This is an optimization exercise on Yosys and OpenROAD, whose aim is small area, a short achievable clock period and few clock cycles, not a production implementation.
Function was checked by simulation only, so behaviour that the tests miss may differ from the original.
Power figures rest on the tool's default switching activity, not on a simulated workload.

## ProcessingElement
module ProcessingElement #(
    parameter int MaxFiltW = PECfg::DefMaxFiltW,
    parameter int MaxOutW  = PECfg::DefMaxOutW,
    parameter int MaxCh    = PECfg::DefMaxCh
) (
    input  logic                         i_clk,
    input  logic                         i_rstN,
    input  logic                         i_start,
    input  logic [$clog2(MaxFiltW+1)-1:0] i_filtW,
    input  logic [$clog2(MaxOutW+1)-1:0]  i_outW,
    input  logic [$clog2(MaxCh+1)-1:0]    i_numCh,
    input  logic                         i_ipixValid,
    input  PECfg::Pix                    i_ipix,
    input  logic                         i_wpixValid,
    input  PECfg::Pix                    i_wpix,
    output logic                         o_fwdValid,
    output PECfg::Pix                    o_fwdPix,
    output logic                         o_psumValid,
    output PECfg::Psum                   o_psum,
    output logic                         o_done
);
clock: 8.0 ns
lec_check: 0
cap_margin: 20
core_margin: 2
core_utilization: 60
slew_margin: 20
standard.sh (not shown) runs the stock make flow with config.mk's settings and CLKGATE_MAP_FILE= SYNTH_SCRIPT=/design/flow/synth_recipe.tcl, a recipe that flattens the netlist after the stock synthesis.
==> flow/flow/run.sh <==
#!/bin/bash
# The standard ORFS layout, except that the ports get a plain buffer
# (buf_2) instead of the delay cell buffer_ports picks by default, and timing
# repair aims for a little more setup slack than config.mk may ask for.
set -euo pipefail
cd "$(dirname "$0")/.."
bash standard.sh SETUP_SLACK_MARGIN=5.3 "BUFFER_PORTS_ARGS=-buffer_cell sky130_fd_sc_hd__buf_2" finish > standard_flow.log 2>&1
Testbench counts at the start, summed over its fixed seeds: cycles 8,124.
Next try:
--- a/flow/design.v
+++ b/flow/design.v
@@ -1625,25 +1625,25 @@
     localparam int NPix = 76;    
     logic [1:0] cC1, cF1;
     logic [3:0] cW1;
     logic [4:0] cR1;
     logic       run;             
     logic       pMore, wMore;    
     logic [4:0] pI;
     logic [1:0] pCh;
     logic [1:0] wJ;              
     logic [2:0] wC;              
     logic [6:0] skipCnt;         
     logic       fwdValid, pTake;
-    logic [7:0] fwdPix, takePix;    
+    logic [7:0] fwdPix;
     logic       fb, rep, repFin;
     logic [NPix*8-1:0] chain;
     logic [127:0] wslot;
     logic [4:0] eI;
     logic [1:0] eCh;
     logic [7:0]  twR [4];
     logic        v1, z1, f1, v2, z2, f2, aF;
     logic [18:0] rowA, rowB, headNx;
     localparam int RW = 19;
     localparam int NL = 17;
     logic [NL*RW-1:0] ring;
     logic [RW-1:0]    newR, outSel, fAge;
@@ -1705,33 +1705,32 @@
         end
     end
     for (genvar k = 0; k < 16; k++) begin : g_wslot
         always_ff @(posedge i_clk) begin
             if (accW && {wC[1:0], wJ} == 4'(k)) wslot[8*k +: 8] <= i_wpix;
         end
     end
     logic       ldDone, repRot, evX, winFull, wOK, stepReq, step, eRowEnd;
     logic [7:0] X;
     assign ldDone  = run && !pMore && !wMore;
     assign repRot  = rep && !repFin;
     assign evX     = rep ? (repRot && skipCnt == 7'd0) : pTake;
-    assign X       = rep ? chain[7:0] : takePix;
+    assign X       = rep ? chain[7:0] : fwdPix;
     assign winFull = (eI >= 5'(cF1));
     assign wOK     = (3'(eCh) < wC);
     assign stepReq = evX && winFull && (rep || !fb);
     assign step    = stepReq && (rep || wOK);
     assign eRowEnd = (eI == cR1);
     always_ff @(posedge i_clk) begin
         fwdPix <= i_ipix;
-        if (accP) takePix <= i_ipix;
         if (!i_rstN) begin
             fwdValid <= 1'b0;
             pTake    <= 1'b0;
             run      <= 1'b0;
             pMore    <= 1'b0;
             wMore    <= 1'b0;
             fb       <= 1'b0;
             rep      <= 1'b0;
             repFin   <= 1'b0;
         end else begin
             fwdValid <= i_ipixValid;
             pTake    <= accP;
- The changed run finished with timing, DRC and antenna clean
- final cell count hardly moves
- global-route usage is higher by 0.28 points
- first-iteration DRC count hardly moves
- power is higher by about 1%
- routed wire length is higher by 0.74%
- synthesized cell count barely changes
- count of clock-buffer cells in the layout is lower by 6
Testbench counts after the change, summed over its fixed seeds: cycles 8,124.

--- another note on this design; it stands on its own ---

Setup of red:
// ProcessingElement
module ProcessingElement #(
    parameter int MaxFiltW = PECfg::DefMaxFiltW,
    parameter int MaxOutW  = PECfg::DefMaxOutW,
    parameter int MaxCh    = PECfg::DefMaxCh
) (
    input  logic                         i_clk,
    input  logic                         i_rstN,
    input  logic                         i_start,
    input  logic [$clog2(MaxFiltW+1)-1:0] i_filtW,
    input  logic [$clog2(MaxOutW+1)-1:0]  i_outW,
    input  logic [$clog2(MaxCh+1)-1:0]    i_numCh,
    input  logic                         i_ipixValid,
    input  PECfg::Pix                    i_ipix,
    input  logic                         i_wpixValid,
    input  PECfg::Pix                    i_wpix,
    output logic                         o_fwdValid,
    output PECfg::Pix                    o_fwdPix,
    output logic                         o_psumValid,
    output PECfg::Psum                   o_psum,
    output logic                         o_done
);
  ...
Size: ~1,300 flip-flops.
==> flow/config.mk <==
export PLATFORM = sky130hd
export DESIGN_NAME = ProcessingElement
export DESIGN_NICKNAME = ProcessingElement
export VERILOG_FILES = /design/flow/design.v
export SDC_FILE = /design/flow/constraint.sdc
export NUM_CORES = 4
export LEC_CHECK = 0
export CAP_MARGIN = 20
export CORE_MARGIN = 2
export CORE_UTILIZATION = 40
export SLEW_MARGIN = 20
==> flow/constraint.sdc <==
create_clock -name core_clock -period 8.0 [get_ports {i_clk}]
set_input_delay 1.6000 -clock core_clock [delete_from_list [all_inputs] [get_ports {i_clk}]]
set_output_delay 1.6000 -clock core_clock [all_outputs]
set_load 0.01 [all_outputs]
run.sh (not shown) runs the stock make flow with config.mk's settings and CLKGATE_MAP_FILE= SYNTH_SCRIPT=/design/flow/synth_recipe.tcl, a recipe that flattens the netlist after the stock synthesis.
Testbench counts of red, summed over its fixed seeds: cycles 8,124.
Relative to red, the following input files were edited for blue:
Settings: putting SETUP_SLACK_MARGIN at 5.0 where nothing was set.
Results
Summary of blue over red: clock power shrank by 4.6%, met1 track demand over resource +1.7 points, synthesized area essentially unchanged, clock-buffer cell count down about 4.7%, post-route cell area went up 6.9%. Looking at fmax across both flows, blue is the stronger of the two, with red trailing. blue vs red: maximum VDD drop up by more than 10%. Against red as the reference, blue delivers a higher sum of routed wire segments on met1. Estimated wirelength of the detail-placed design delta (red -> blue): insignificant. Worst setup path endpoint = q[4]: red; worst setup path endpoint = ring[97]: blue. Compared to red, the router laid down more metal wire for blue.

[re-timing with driven ports]
No port has a modelled driver above. Below, the same layouts with a new extraction and two added sets of constraints.
Step 1, drivers: a clkbuf_16 drives i_clk and a buf_2 each remaining input, both assumed.
Step 2 times the ports against the registers' clock, not the clock port: input delays grow and output delays shrink by t, the midpoint of the rising clock arrivals with the driver on.
Three values: ideal, step 1, step 2; two values: the first two.
run	t (ns)	slack for setup (ns)	cell pins on the clock port's net
the first run of note 1	0.776	5.210 / 5.143 / 4.686	1
the second run of note 1	0.783	5.112 / 5.038 / 4.681	1
red	0.812	3.354 / 3.362 / 2.549	1
blue	0.783	4.552 / 4.552 / 3.779	1
After both steps every run listed still meets setup and hold. For red, which loses most, drivers alone change the setup slack by +0.008 ns; drivers and shift together by -0.805 ns.
